Source: an optimization exercise on an open RTL-to-GDS flow (aim: small area, a short achievable clock period and few clock cycles per item). Production flows keep margins and buffers that such runs may drop.
Only simulation tests tie the RTL to the original design; equivalence was not proved.
Power is estimated from default activity; no workload was simulated. The flow treats the clock pin as an ideal source, which a real chip does not have.

==> flow/design.v <==
package map_ctrl_pkg;
    localparam int unsigned SLOTS    = 144;
    localparam int unsigned CARD_W   = 6;
    localparam int unsigned VB_START = 480;
    localparam logic [1:0] OP_WRITE     = 2'b00;
    localparam logic [1:0] OP_CLEAR     = 2'b01;
    localparam logic [1:0] OP_TOGGLE    = 2'b10;
    localparam logic [1:0] OP_DESEL_ALL = 2'b11;
    localparam logic [CARD_W-1:0] CARD_EMPTY = '0;
    localparam logic GNT_LOC = 1'b0;
    localparam logic GNT_REM = 1'b1;
    typedef enum logic [1:0] {
        StIdle,
        StExec,
        StAck,
        StCommit
    } state_e;
endpackage
module rr_arbiter2 (
    input  logic [1:0] req,
    input  logic       last_grant,
    output logic [1:0] grant
);
    always_comb begin
        grant = req;
        if (req == 2'b11) begin
            grant = last_grant ? 2'b01 : 2'b10;
        end
    end
endmodule
module map_update_ctrl
(
    input  logic                    clk,
    input  logic                    rst,
    input  logic [9:0]              v_cnt,
    input  logic                    loc_req,
    input  logic [1:0]              loc_op,
    input  logic [7:0]              loc_pos,
    input  logic [map_ctrl_pkg::CARD_W-1:0]       loc_card,
    output logic                    loc_ack,
    input  logic                    rem_req,
    input  logic [1:0]              rem_op,
    input  logic [7:0]              rem_pos,
    input  logic [map_ctrl_pkg::CARD_W-1:0]       rem_card,
    output logic                    rem_ack,
    output logic                    err,
    output logic                    busy,
    output logic [map_ctrl_pkg::SLOTS*map_ctrl_pkg::CARD_W-1:0] map,
    output logic [map_ctrl_pkg::SLOTS-1:0] sel_card
);
    localparam int unsigned SLOTS  = map_ctrl_pkg::SLOTS;
    localparam int unsigned CARD_W = map_ctrl_pkg::CARD_W;
    localparam int unsigned VB_START = map_ctrl_pkg::VB_START;
    localparam logic [1:0] OP_WRITE     = map_ctrl_pkg::OP_WRITE;
    localparam logic [1:0] OP_CLEAR     = map_ctrl_pkg::OP_CLEAR;
    localparam logic [1:0] OP_TOGGLE    = map_ctrl_pkg::OP_TOGGLE;
    localparam logic [1:0] OP_DESEL_ALL = map_ctrl_pkg::OP_DESEL_ALL;
    localparam logic GNT_LOC = map_ctrl_pkg::GNT_LOC;
    localparam logic GNT_REM = map_ctrl_pkg::GNT_REM;
    localparam int unsigned ROWS = (SLOTS + 15) / 16;    
    logic            last_grant;    
    logic            vb_q;
    logic            pub_q;         
    logic            rst_q;         
    logic [ROWS-1:0] row_card_q;    
    logic [ROWS-1:0] row_sel_q;     
    logic [15:0]     col_q;         
    logic [CARD_W-1:0] card_q;      
    logic            tog_q;         
    logic            desel_q;       
    logic [SLOTS*CARD_W-1:0] shadow_map;
    logic [SLOTS-1:0]        shadow_sel;
    logic [1:0] elig, grant;
    logic       vb, vb_rise;
    assign elig = {rem_req & ~rem_ack, loc_req & ~loc_ack};
    rr_arbiter2 u_arb (
        .req        (elig),
        .last_grant (last_grant),
        .grant      (grant)
    );
    logic [1:0][ROWS-1:0]   dec_row_card, dec_row_sel;
    logic [1:0][15:0]       dec_col;
    logic [1:0][CARD_W-1:0] dec_card;
    logic [1:0]             dec_tog, dec_desel, dec_err;
    for (genvar q = 0; q < 2; q++) begin : g_dec
        logic [1:0]        op;
        logic [7:0]        pos;
        logic [CARD_W-1:0] card;
        logic              in_range;
        assign op       = q ? rem_op   : loc_op;
        assign pos      = q ? rem_pos  : loc_pos;
        assign card     = q ? rem_card : loc_card;
        assign in_range = (pos < 8'(SLOTS));
        for (genvar r = 0; r < int'(ROWS); r++) begin : g_row
            assign dec_row_card[q][r] = in_range & (pos[7:4] == 4'(r)) &
                                        ((op == OP_WRITE) | (op == OP_CLEAR));
            assign dec_row_sel[q][r]  = in_range & (pos[7:4] == 4'(r)) &
                                        ((op == OP_TOGGLE) | (op == OP_CLEAR));
        end
        for (genvar c = 0; c < 16; c++) begin : g_col
            assign dec_col[q][c] = (pos[3:0] == 4'(c));
        end
        assign dec_card[q]  = (op == OP_WRITE) ? card : '0;
        assign dec_tog[q]   = (op == OP_TOGGLE);
        assign dec_desel[q] = (op == OP_DESEL_ALL);
        assign dec_err[q]   = ~in_range & (op != OP_DESEL_ALL);
    end
    assign vb      = (v_cnt >= 10'(VB_START));
    assign vb_rise = vb & ~vb_q;
    always_ff @(posedge clk or posedge rst) begin
        if (rst) begin
            loc_ack    <= 1'b0;
            rem_ack    <= 1'b0;
            busy       <= 1'b0;
            last_grant <= GNT_REM;
            vb_q       <= 1'b0;
            pub_q      <= 1'b1;
            rst_q      <= 1'b1;
        end else begin
            loc_ack <= grant[0];
            rem_ack <= grant[1];
            busy    <= loc_req | rem_req | vb_rise;
            if (|grant) last_grant <= grant[1];
            vb_q    <= vb;
            pub_q   <= vb_rise;
            rst_q   <= 1'b0;
        end
    end
    always_ff @(posedge clk) begin
        err        <= grant[1] ? dec_err[1] : dec_err[0];
        row_card_q <= ({ROWS{grant[0]}} & dec_row_card[0]) | ({ROWS{grant[1]}} & dec_row_card[1]);
        row_sel_q  <= ({ROWS{grant[0]}} & dec_row_sel[0])  | ({ROWS{grant[1]}} & dec_row_sel[1]);
        col_q      <= grant[1] ? dec_col[1]  : dec_col[0];
        card_q     <= grant[1] ? dec_card[1] : dec_card[0];
        tog_q      <= grant[1] ? dec_tog[1]  : dec_tog[0];
        desel_q    <= (grant[0] & dec_desel[0]) | (grant[1] & dec_desel[1]);
    end
    logic [ROWS-1:0]   row_card_w;
    logic [15:0]       col_w;
    logic [CARD_W-1:0] card_w;
    logic              sel_clr_all;
    assign row_card_w  = row_card_q | {ROWS{rst_q}};
    assign col_w       = col_q | {16{rst_q}};
    assign card_w      = card_q & {CARD_W{~rst_q}};
    assign sel_clr_all = rst_q | desel_q;
    for (genvar s = 0; s < int'(SLOTS); s++) begin : g_slot
        logic wr_card, hit_sel;
        assign wr_card = row_card_w[s / 16] & col_w[s % 16];
        assign hit_sel = row_sel_q[s / 16] & col_q[s % 16];
        always_ff @(posedge clk) begin
            if (wr_card) shadow_map[s*CARD_W +: CARD_W] <= card_w;
            if (sel_clr_all)  shadow_sel[s] <= 1'b0;
            else if (hit_sel) shadow_sel[s] <= tog_q & ~shadow_sel[s];
            if (pub_q) begin
                map[s*CARD_W +: CARD_W] <= shadow_map[s*CARD_W +: CARD_W];
                sel_card[s]             <= shadow_sel[s];
            end
        end
    end
endmodule
clock: 5.5 ns
lec_check: 0
cap_margin: 20
core_margin: 2
core_utilization: 65
place_density_lb_addon: 0.15
setup_slack_margin: 3.1
slew_margin: 20
standard.sh (not shown) runs the stock make flow with config.mk's settings and CLKGATE_MAP_FILE= SYNTH_SCRIPT=/design/flow/synth_recipe.tcl, a recipe that flattens the netlist after the stock synthesis.
==> flow/flow/run.sh <==
#!/bin/bash
# Standard layout with: buf_1 port buffers, no CTS dummy loads, larger CTS sink clusters,
# and stronger timing-driven net weights in global placement.
export BUFFER_PORTS_ARGS="-buffer_cell sky130_fd_sc_hd__buf_1"
export CTS_ARGS="-sink_clustering_enable -repair_clock_nets -dont_use_dummy_load -sink_clustering_size 20 -sink_clustering_max_diameter 45"
export GLOBAL_PLACEMENT_ARGS="-timing_driven_net_weight_max 8 -timing_driven_nets_percentage 35"
bash standard.sh > standard.log 2>&1
Testbench counts at the start, summed over its fixed seeds: cycles 4,808, edits 4,800.
Next try:
==> flow/flow/run.sh (replaced) <==
#!/bin/bash
# Standard layout with: buf_1 port buffers, no CTS dummy loads, larger CTS sink clusters,
# stronger timing-driven net weights in global placement, and each output port's buffer
# moved next to the register that drives it before detailed placement (flow/buf_to_ff.tcl).
export BUFFER_PORTS_ARGS="-buffer_cell sky130_fd_sc_hd__buf_1"
export CTS_ARGS="-sink_clustering_enable -repair_clock_nets -dont_use_dummy_load -sink_clustering_size 28 -sink_clustering_max_diameter 70"
export GLOBAL_PLACEMENT_ARGS="-timing_driven_net_weight_max 25 -timing_driven_nets_percentage 50"
export PRE_DETAIL_PLACE_TCL="$PWD/flow/buf_to_ff.tcl"
bash standard.sh > standard.log 2>&1
==> flow/flow/buf_to_ff.tcl (new file) <==
# Move each output port's buffer next to the register that drives it, so the register
# drives only a short wire and the (stronger) buffer drives the wire to the pin. Detailed
# placement legalises the moved buffers.
set block [ord::get_db_block]
set moved 0
foreach bterm [$block getBTerms] {
  if {[$bterm getIoType] ne "OUTPUT"} { continue }
  set net [$bterm getNet]
  if {$net eq "NULL" || $net eq ""} { continue }
  set buf ""
  foreach it [$net getITerms] { if {[$it isOutputSignal]} { set buf [$it getInst] } }
  if {$buf eq ""} { continue }
  set a [$buf findITerm A]
  if {$a eq "NULL" || $a eq ""} { continue }
  set ff ""
  foreach it [[$a getNet] getITerms] { if {[$it isOutputSignal]} { set ff [$it getInst] } }
  if {$ff eq "" || ![[$ff getMaster] isSequential]} { continue }
  set loc [$ff getLocation]
  set fw [[$ff getMaster] getWidth]
  # just right of the register's Q side, same row
  $buf setLocation [expr {[lindex $loc 0] + $fw}] [lindex $loc 1]
  $buf setPlacementStatus PLACED
  incr moved
}
puts "buf_to_ff: moved $moved output buffers next to their registers"
After rerunning:
- setup slack gets better by 0.14 ns
- maximum frequency goes up by 5.6%
- final area goes down by 4.4%
- routed wire length goes up by 1.4%

========
Setup of oak:
// map_update_ctrl: RTL as listed in full above, without the edits since
export LEC_CHECK = 0
export CAP_MARGIN = 20
export CORE_MARGIN = 2
export CORE_UTILIZATION = 65
export PLACE_DENSITY_LB_ADDON = 0.15
export SETUP_SLACK_MARGIN = 3.1
export SLEW_MARGIN = 20
create_clock -name core_clock -period 5.5 [get_ports {clk}]
==> flow/flow/run.sh <==
#!/bin/bash
# Standard layout with: buf_1 port buffers, no CTS dummy loads, larger CTS sink clusters,
# stronger timing-driven net weights in global placement, and each output port's buffer
# moved next to the register that drives it before detailed placement (flow/buf_to_ff.tcl).
export BUFFER_PORTS_ARGS="-buffer_cell sky130_fd_sc_hd__buf_1"
export CTS_ARGS="-sink_clustering_enable -repair_clock_nets -dont_use_dummy_load -sink_clustering_size 30 -sink_clustering_max_diameter 80"
export GLOBAL_PLACEMENT_ARGS="-timing_driven_net_weight_max 25 -timing_driven_nets_percentage 50"
export PRE_DETAIL_PLACE_TCL="$PWD/flow/buf_to_ff.tcl"
bash standard.sh > standard.log 2>&1
==> flow/flow/buf_to_ff.tcl <==
# Move each output port's buffer next to the register that drives it, so the register
# drives only a short wire and the (stronger) buffer drives the wire to the pin. Detailed
# placement legalises the moved buffers.
set block [ord::get_db_block]
set moved 0
foreach bterm [$block getBTerms] {
  if {[$bterm getIoType] ne "OUTPUT"} { continue }
  set net [$bterm getNet]
  if {$net eq "NULL" || $net eq ""} { continue }
  set buf ""
  foreach it [$net getITerms] { if {[$it isOutputSignal]} { set buf [$it getInst] } }
  if {$buf eq ""} { continue }
  set a [$buf findITerm A]
  if {$a eq "NULL" || $a eq ""} { continue }
  set ff ""
  foreach it [[$a getNet] getITerms] { if {[$it isOutputSignal]} { set ff [$it getInst] } }
  if {$ff eq "" || ![[$ff getMaster] isSequential]} { continue }
  set loc [$ff getLocation]
  set fw [[$ff getMaster] getWidth]
  # just right of the register's Q side, same row
  $buf setLocation [expr {[lindex $loc 0] + $fw}] [lindex $loc 1]
  $buf setPlacementStatus PLACED
  incr moved
}
puts "buf_to_ff: moved $moved output buffers next to their registers"
Testbench counts of oak, summed over its fixed seeds: cycles 4,808, edits 4,800.
For pine, these inputs were changed with respect to oak:
# oak
export LEC_CHECK = 0
export CAP_MARGIN = 20
export CORE_MARGIN = 2
export CORE_UTILIZATION = 65
export PLACE_DENSITY_LB_ADDON = 0.15
export SETUP_SLACK_MARGIN = 3.1
export SLEW_MARGIN = 20
create_clock -name core_clock -period 5.5 [get_ports {clk}]
# pine
export LEC_CHECK = 0
export CAP_MARGIN = 20
export CORE_MARGIN = 2
export CORE_UTILIZATION = 60
export PLACE_DENSITY_LB_ADDON = 0.15
export SETUP_SLACK_MARGIN = 3.1
export SLEW_MARGIN = 20
create_clock -name core_clock -period 5.5 [get_ports {clk}]
==> flow/flow/run.sh <==
#!/bin/bash
# Standard layout with: buf_1 port buffers, no CTS dummy loads, larger CTS sink clusters,
# and stronger timing-driven net weights in global placement.
export BUFFER_PORTS_ARGS="-buffer_cell sky130_fd_sc_hd__buf_1"
export CTS_ARGS="-sink_clustering_enable -repair_clock_nets -dont_use_dummy_load -sink_clustering_size 28 -sink_clustering_max_diameter 70"
export GLOBAL_PLACEMENT_ARGS="-timing_driven_net_weight_max 25 -timing_driven_nets_percentage 50"
bash standard.sh > standard.log 2>&1
removed: flow/flow/buf_to_ff.tcl
--- outcome ---
pine finished every stage and its layout cleared the timing, DRC and antenna checks.
pine -> oak: post-synthesis cell count delta 0, exact match
Compared with oak, pine shows a wire length of the first global-routing pass that is 1.3% lower.
Diff pine..oak | total number of nets in the final design | negligible
Diff oak and pine: count of clock-buffer cells in the layout lower in oak
Edits applied to the flow inputs when going from pine to birch:
# pine
export LEC_CHECK = 0
export CAP_MARGIN = 20
export CORE_MARGIN = 2
export CORE_UTILIZATION = 60
export PLACE_DENSITY_LB_ADDON = 0.15
export SETUP_SLACK_MARGIN = 3.1
export SLEW_MARGIN = 20
create_clock -name core_clock -period 5.5 [get_ports {clk}]
# birch
export LEC_CHECK = 0
export CAP_MARGIN = 20
export CORE_MARGIN = 2
export CORE_UTILIZATION = 65
export PLACE_DENSITY_LB_ADDON = 0.15
export SETUP_SLACK_MARGIN = 3.2
export SLEW_MARGIN = 20
create_clock -name core_clock -period 5.5 [get_ports {clk}]
--- outcome ---
In the final reports, the cell area of birch is larger than that of pine. pine → birch: global-route track usage on met1 shows an increase of 2.8 points, portion of total power attributed to the clock network shows a reduction of 0.6 points. The hold slack of birch was inferior to that of pine. birch — number of well-tap cells placed 7.5% lower, pine as reference.

[separate check: timing with driven ports]
The results above use ideal ports. As a check the final layouts listed here were re-extracted and re-timed, cells and wires unchanged.
Step 1 assumes that a clkbuf_16 drives the clock port and a buf_2 every other input.
Step 2, shift: input delay + t, output delay - t, t = (earliest + latest rising clock arrival at the registers) / 2. This alone moves slack from input paths to output paths.
Slacks: ideal / step 1 / step 2; pairs: ideal / step 1.
| run | t, ns | slack for setup (ns) | hold slack, ns | worst data-port slew with drivers (ns) | pins driven straight from the clock port |
|---|---|---|---|---|---|
| the first run of note 1 | 0.792 | 2.936 / 2.867 / 2.413 | 0.263 / 0.215 / 0.385 | 0.11 | 1 |
| the second run of note 1 | 0.762 | 3.073 / 3.004 / 2.620 | 0.354 / 0.308 / 0.388 | 0.09 | 1 |
| oak | 0.742 | 3.102 / 3.030 / 2.642 | 0.341 / 0.293 / 0.383 | 0.09 | 1 |
| pine | 0.730 | 3.014 / 2.946 / 2.645 | 0.344 / 0.327 / 0.344 | 0.04 | 1 |
| birch | 0.739 | 3.014 / 2.939 / 2.840 | 0.332 / 0.278 / 0.386 | 0.06 | 1 |
After both steps setup and hold are still met in every run listed. The setup slack of the first run of note 1, which loses most, moves by -0.069 ns with the drivers and by -0.523 ns with both steps.
